What follows belongs to an exercise in optimizing a design on an open flow for small area; a production flow would make more cautious choices. The RTL was checked by simulation tests, not by an equivalence proof against the original design. No activity file was given, so power comes from the tool's default toggle rates.

`config.mk`:
```
export PLATFORM = sky130hd
export DESIGN_NAME = rv64_alu_decode
export DESIGN_NICKNAME = rv64_alu_decode
export VERILOG_FILES = /design/flow/design.v
export SDC_FILE = /design/flow/constraint.sdc
export NUM_CORES = 4
export LEC_CHECK = 0
export CAP_MARGIN = 20
export CORE_MARGIN = 2
export CORE_UTILIZATION = 40
export SLEW_MARGIN = 20
```
`constraint.sdc`:
```
create_clock -name core_clock -period 5.5 [get_ports {clk}]
set_input_delay 1.1000 -clock core_clock [delete_from_list [all_inputs] [get_ports {clk}]]
set_output_delay 1.1000 -clock core_clock [all_outputs]
set_load 0.01 [all_outputs]
```
`design.v`:
```
package rv64_alu_decode_pkg;
  typedef enum logic [2:0] {
    AluAdd  = 3'd0,
    AluAddw = 3'd1,
    AluSub  = 3'd2,
    AluSubw = 3'd3,
    AluSll  = 3'd4,
    AluSllw = 3'd5,
    AluSra  = 3'd6,
    AluSraw = 3'd7
  } alu_op_e;
  localparam logic [6:0] OpcOp      = 7'b0110011;
  localparam logic [6:0] OpcOp32    = 7'b0111011;
  localparam logic [6:0] OpcOpImm   = 7'b0010011;
  localparam logic [6:0] OpcOpImm32 = 7'b0011011;
  localparam logic [2:0] F3AddSub = 3'b000;
  localparam logic [2:0] F3Sll    = 3'b001;
  localparam logic [2:0] F3Sra    = 3'b101;
  localparam logic [6:0] F7Base = 7'b0000000;
  localparam logic [6:0] F7Alt  = 7'b0100000;
  typedef struct packed {
    logic        legal;
    logic        use_rs2;
    alu_op_e     op;
    logic [63:0] imm;
  } dec_t;
endpackage
module rv64_regfile (
  input  logic        clk_i,
  input  logic [4:0]  raddr1_i,
  input  logic [4:0]  raddr2_i,
  output logic [63:0] rdata1_o,
  output logic [63:0] rdata2_o,
  input  logic        we_i,
  input  logic [4:0]  waddr_i,
  input  logic [63:0] wdata_i
);
  logic [63:0] mem_q [32];
  always_ff @(posedge clk_i) begin
    if (we_i && waddr_i != 5'd0) mem_q[waddr_i] <= wdata_i;
  end
  assign rdata1_o = (raddr1_i == 5'd0) ? 64'd0 : mem_q[raddr1_i];
  assign rdata2_o = (raddr2_i == 5'd0) ? 64'd0 : mem_q[raddr2_i];
endmodule
import rv64_alu_decode_pkg::*;
module rv64_alu_decode #(
  parameter int unsigned CNT_W = 16
) (
  input  logic             clk,
  input  logic             rst,
  input  logic             inst_valid,
  output logic             inst_ready,
  input  logic [31:0]      inst,
  output logic             alu_valid,
  input  logic             alu_ready,
  output logic [63:0]      alu_a,
  output logic [63:0]      alu_b,
  output logic [2:0]       alu_op,
  output logic [4:0]       alu_rd,
  input  logic             wb_en,
  input  logic [4:0]       wb_rd,
  input  logic [63:0]      wb_data,
  output logic             illegal,
  output logic [CNT_W-1:0] illegal_count
);
  function automatic rv64_alu_decode_pkg::dec_t decode_inst(logic [31:0] inst);
    rv64_alu_decode_pkg::dec_t d;
    logic [6:0] opc;
    logic [6:0] f7;
    logic [2:0] f3;
    opc       = inst[6:0];
    f3        = inst[14:12];
    f7        = inst[31:25];
    d.legal   = 1'b0;
    d.use_rs2 = 1'b0;
    d.op      = AluAdd;
    d.imm     = '0;
    case (opc)
      OpcOp, OpcOp32: begin
        d.use_rs2 = 1'b1;
        d.legal   = 1'b1;
        if (f3 == F3AddSub && f7 == F7Base) d.op = AluAdd;
        else if (f3 == F3AddSub && f7 == F7Alt) d.op = AluSub;
        else if (f3 == F3Sll && f7 == F7Base) d.op = AluSll;
        else if (f3 == F3Sra && f7 == F7Alt) d.op = AluSra;
        else d.legal = 1'b0;
      end
      OpcOpImm: begin
        if (f3 == F3AddSub) begin
          d.legal = 1'b1;
          d.op    = AluAdd;
          d.imm   = {{52{inst[31]}}, inst[31:20]};
        end else if (f3 == F3Sll && inst[31:26] == F7Base[6:1]) begin
          d.legal = 1'b1;
          d.op    = AluSll;
          d.imm   = {58'd0, inst[25:20]};
        end else if (f3 == F3Sra && inst[31:26] == F7Alt[6:1]) begin
          d.legal = 1'b1;
          d.op    = AluSra;
          d.imm   = {58'd0, inst[25:20]};
        end
      end
      OpcOpImm32: begin
        if (f3 == F3AddSub) begin
          d.legal = 1'b1;
          d.op    = AluAdd;
          d.imm   = {{52{inst[31]}}, inst[31:20]};
        end else if (f3 == F3Sll && f7 == F7Base) begin
          d.legal = 1'b1;
          d.op    = AluSll;
          d.imm   = {59'd0, inst[24:20]};
        end else if (f3 == F3Sra && f7 == F7Alt) begin
          d.legal = 1'b1;
          d.op    = AluSra;
          d.imm   = {59'd0, inst[24:20]};
        end
      end
      default: ;
    endcase
    if (opc == OpcOp32 || opc == OpcOpImm32) d.op[0] = 1'b1;
    decode_inst = d;
  endfunction
  rv64_alu_decode_pkg::dec_t dec;
  logic [4:0]  rs1, rs2, rd;
  logic [63:0] rf_rdata1, rf_rdata2, src1, src2;
  logic        rs1_busy, rs2_busy, stall, accept, issue;
  logic             alu_valid_q, alu_valid_d;
  logic [63:0]      alu_a_q, alu_a_d, alu_b_q, alu_b_d;
  rv64_alu_decode_pkg::alu_op_e alu_op_q, alu_op_d;
  logic [4:0]       alu_rd_q, alu_rd_d;
  logic             illegal_q, illegal_d;
  logic [CNT_W-1:0] illegal_count_q, illegal_count_d;
  logic [31:0]      pending_q, pending_d;
  assign dec = decode_inst(inst);
  assign rs1 = inst[19:15];
  assign rs2 = inst[24:20];
  assign rd  = inst[11:7];
  rv64_regfile u_regfile (
    .clk_i    (clk),
    .raddr1_i (rs1),
    .raddr2_i (rs2),
    .rdata1_o (rf_rdata1),
    .rdata2_o (rf_rdata2),
    .we_i     (wb_en),
    .waddr_i  (wb_rd),
    .wdata_i  (wb_data)
  );
  assign src1 = (wb_en && wb_rd != 5'd0 && wb_rd == rs1) ? wb_data : rf_rdata1;
  assign src2 = (wb_en && wb_rd != 5'd0 && wb_rd == rs2) ? wb_data : rf_rdata2;
  assign rs1_busy = pending_q[rs1] && !(wb_en && wb_rd == rs1);
  assign rs2_busy = pending_q[rs2] && !(wb_en && wb_rd == rs2);
  assign stall    = dec.legal && (rs1_busy || (dec.use_rs2 && rs2_busy));
  assign inst_ready = (!alu_valid_q || alu_ready) && !stall;
  assign accept     = inst_valid && inst_ready;
  assign issue      = accept && dec.legal;
  always_comb begin
    alu_valid_d     = alu_valid_q;
    alu_a_d         = alu_a_q;
    alu_b_d         = alu_b_q;
    alu_op_d        = alu_op_q;
    alu_rd_d        = alu_rd_q;
    illegal_d       = accept && !dec.legal;
    illegal_count_d = illegal_count_q;
    pending_d       = pending_q;
    if (issue) begin
      alu_valid_d = 1'b1;
      alu_a_d     = src1;
      alu_b_d     = dec.use_rs2 ? src2 : dec.imm;
      alu_op_d    = dec.op;
      alu_rd_d    = rd;
    end else if (alu_ready) begin
      alu_valid_d = 1'b0;
    end
    if (illegal_d && illegal_count_q != {CNT_W{1'b1}}) begin
      illegal_count_d = illegal_count_q + CNT_W'(1);
    end
    if (wb_en) pending_d[wb_rd] = 1'b0;
    if (issue && rd != 5'd0) pending_d[rd] = 1'b1;
    pending_d[0] = 1'b0;
  end
  always_ff @(posedge clk) begin
    if (rst) begin
      alu_valid_q     <= 1'b0;
      alu_a_q         <= '0;
      alu_b_q         <= '0;
      alu_op_q        <= rv64_alu_decode_pkg::AluAdd;
      alu_rd_q        <= '0;
      illegal_q       <= 1'b0;
      illegal_count_q <= '0;
      pending_q       <= '0;
    end else begin
      alu_valid_q     <= alu_valid_d;
      alu_a_q         <= alu_a_d;
      alu_b_q         <= alu_b_d;
      alu_op_q        <= alu_op_d;
      alu_rd_q        <= alu_rd_d;
      illegal_q       <= illegal_d;
      illegal_count_q <= illegal_count_d;
      pending_q       <= pending_d;
    end
  end
  assign alu_valid     = alu_valid_q;
  assign alu_a         = alu_a_q;
  assign alu_b         = alu_b_q;
  assign alu_op        = alu_op_q;
  assign alu_rd        = alu_rd_q;
  assign illegal       = illegal_q;
  assign illegal_count = illegal_count_q;
endmodule
```
`run.sh`:
```
#!/bin/bash
# synth_recipe.tcl (not shown) runs the flow's synth.tcl, then flattens the netlist and writes it again
# the make line also repeats each setting of config.mk as NAME=value (left out here)
make -C /OpenROAD-flow-scripts/flow DESIGN_CONFIG=/design/flow/config.mk WORK_HOME=/design/flow/orfs CLKGATE_MAP_FILE= SYNTH_SCRIPT=/design/flow/synth_recipe.tcl finish
```
==> flow_summary.json <==
{
  "drt_pass1_iterations": 8,
  "cp-end-kind": "output port",
  "yosys.area_share.simple_pct": 2.55,
  "drc": 0,
  "portBuffers": 260,
  "critical_path_class": "primary input to output port",
  "cts_hold_buf": 0,
  "yosysSeqAreaShare_pct": 63.7,
  "synth_xor_area_share_pct": 0.300,
  "syn_inst": 5487,
  "insertion_delay_ps": 890,
  "routabilityCongestion": 0.843,
  "power_density_mw_per_mm2": 320,
  "ys.flop_type": "edfxtp_1",
  "h-tree-depth": 4,
  "critPathLaunchType": "primary input",
  "relSlewSlack_pct": 17.5,
  "hold_class": "register to register",
  "ys_ff_latch": 2233,
  "synth.net_count": 5603,
  "drt-wirelength-per-cell_um": 37.1,
  "rsz0062_at_grt": "no",
  "via_per_inst": 6.70,
  "worstMarginPinSlew_ps": 1240,
  "cp_max_fo": 13,
  "drtIter0Drc": 9885,
  "track_usage_pct": 26.3,
  "drive_gt1_share_pct": 28.8,
  "ys.warnings.count": 2,
  "overflow": 0,
  "final_core_util_pct": 46.2,
  "yosys.area_share.adder_pct": 0.122,
  "grt_pass1_vias": 61576,
  "antenna_found_initial": 15,
  "vdd_drop_max_uv": 320,
  "core_sq_mm": 0.254,
  "grt_pass1_wl_mm": 480,
  "ioPinCount": 261,
  "finalCriticalPeriod_ps": 4810,
  "clk_pin_slew_ps": 70,
  "setup_slack_ps": 688,
  "cts_setup_buffers": 0,
  "numCtsBuffers": 229,
  "syn_area_sq_mm": 0.102,
  "ant_nets": 0,
  "fin_nets": 5861,
  "fmax_mhz": 208,
  "die_y_um": 510,
  "final_common_cell": "edfxtp_1",
  "p_leak_nw": 36.7,
  "die_area_sq_mm": 0.260,
  "synth.area.mux_share_pct": 24.6,
  "synth_top_family_by_area": "multiplexers",
  "synth_edf_count": 2048,
  "cap_violations": 0,
  "cp_data_required_time_ps": 4400,
  "finalCritPeriodShare_pct": 87.5,
  "cts_tree": "built",
  "hold_viol_final": 0,
  "cts_resized": 0,
  "grt_start_max_net_pins": 125,
  "pre_cts_ws_ps": 569,
  "yosys.cell_types.count": 69,
  "synth_compound_area_share_pct": 6.53,
  "run_status": "timing/DRC/antenna clean",
  "setup_viol": 0,
  "area_delta_synth_final_pct": 14.9,
  "num_rows": 185,
  "routed_wl_mm": 346,
  "fin_skew_ps": 38.0,
  "synthArstFlopShare_pct": 0,
  "die_w_um": 510,
  "start_util_pct": 40.3,
  "cts.sinks": 2233,
  "reg2reg_slack_ps": 2730,
  "clockRootBuffer": "clkbuf_16",
  "dp_hpwl_mm": 185,
  "clock_path_buffers": 3,
  "arrival_ps": 3710,
  "layout_common_cells": "edfxtp_1 (2048), mux4_2 (993), clkbuf_16 (237)",
  "maxSlewViolCount": 0,
  "vias": 62529,
  "avgSynthCellArea_sq_um": 18.6
}
-- cells by family after synthesis --
logic type               count (synthesis)
XOR/XNOR                                35
AO/OA/AOI/OAI                          900
AND/OR/NAND/NOR                        574
adder cells (fa/ha/maj)                 10
buffers and inverters                  471
flip-flops                            2233
multiplexers                          1264
-- synthesized netlist by cell type (23+ instances only) --
cell type | instances | area, sq um
mux2i_1 | 227 | 2270
xor2_1 | 25 | 219
buf_6 | 23 | 259
buf_4 | 35 | 263
a211oi_1 | 128 | 961
nand2_1 | 170 | 638
nand4_1 | 30 | 188
nor2_1 | 213 | 800
o31ai_1 | 32 | 240
mux2_2 | 44 | 495
a222oi_1 | 53 | 531
a21oi_1 | 113 | 566
a22oi_1 | 226 | 1700
clkbuf_1 | 212 | 796
o211ai_1 | 52 | 390
buf_1 | 54 | 203
a22o_1 | 53 | 464
o22ai_1 | 23 | 144
mux4_2 | 993 | 22400
buf_2 | 131 | 656
nand3_1 | 39 | 195
dfxtp_1 | 185 | 3700
nor2b_1 | 54 | 338
o21ai_0 | 76 | 380
edfxtp_1 | 2048 | 61500
o221ai_1 | 60 | 526
a221oi_1 | 25 | 219
-- where the power goes --
part | internal (mW) | switching, mW
combinational | 1.24 | 1.82
clock | 9.07 | 6.69
sequential | 18.7 | 0.0785
total | 29.0 | 8.59
-- metrics by stage --
step | TNS, ps | instance area (sq um) | hold slack, ps | power [mW] | cells
after global placement | 0 | 110000 | 459 | 22.2 | 8878
after CTS | 0 | 118000 | 478 | 37.7 | 9315
after floorplan | -32020 | 102000 | 455 | 21.0 | 5487
after global routing | 0 | 118000 | 514 | 38.6 | 9320
after detailed placement | 0 | 110000 | 469 | 22.2 | 8880
final | 0 | 118000 | 474 | 37.6 | 9326
-- critical path, stage by stage --
cell and delay, ps:
clkdlybuf4s50_1 660, xor2_1 270, nor3_1 430, a32oi_1 210
o311a_4 190, nor2_1 160, o21a_1 140, clkdlybuf4s50_1 540
-- layer usage --
layer / vias up / global-route usage, % / part of all wire, %
met3: 652 / 5.36 / 11
met1: 33468 / 37.7 / 40
met5: - / 0 / 0.0095
met4: 6 / 9.19 / 3.7
met2: 4207 / 40.0 / 46
li1: 24196 / - / -
-- sequential cells by signal, summed over array words and instances, names as in the netlist --
signal           cells
illegal_q            1
u_regfile.mem_q   2048
alu_a_q             64
pending_q           31
alu_op_q             3
alu_b_q             64
illegal_count_q     16
alu_valid_q          1
alu_rd_q             5
-- area by class of cell --
type	instances	area (sq um)
sequential	2233	65200
tap	3366	4210
inverter	15	66.3
multi-input combinational	2783	35200
antenna	11	27.5
timing repair buffer	483	5190
clock inverter	113	1050
clock buffer	322	6550
fill	21256	137000
-- path summary, 6_finish.rpt --
path                               endpoint  cells after the start         start
worst min register to register  alu_op_q[0]                      2   alu_op_q[0]
worst max-delay path             inst_ready                      8      wb_rd[2]
worst min-delay path            alu_op_q[0]                      2   alu_op_q[0]
worst max register to register  alu_a_q[25]                      8  pending_q[7]

-- what the ideal ports hide --
Ports are ideal in the flow. The routed layout listed here was re-timed in OpenROAD.
Step 1 (the two cells are an assumption about what drives the block):
set clk [get_ports {clk}]
set_driving_cell -lib_cell sky130_fd_sc_hd__clkbuf_16 $clk
set_driving_cell -lib_cell sky130_fd_sc_hd__buf_2 [delete_from_list [all_inputs] $clk]
Step 2 times the ports against the registers' clock, not the clock port: input delays grow and output delays shrink by t, the midpoint of the rising clock arrivals with the driver on.
a / b / c = no drivers / after step 1 / after step 2; a / b = the first two.
t, ns: 0.979
setup slack, ns: 0.688 / 0.623 / 0.500
clock arrival spread, ns: 0.041 / 0.040
After both steps setup and hold are still met in this run. For this run, drivers alone change the setup slack by -0.065 ns; drivers and shift together by -0.188 ns.
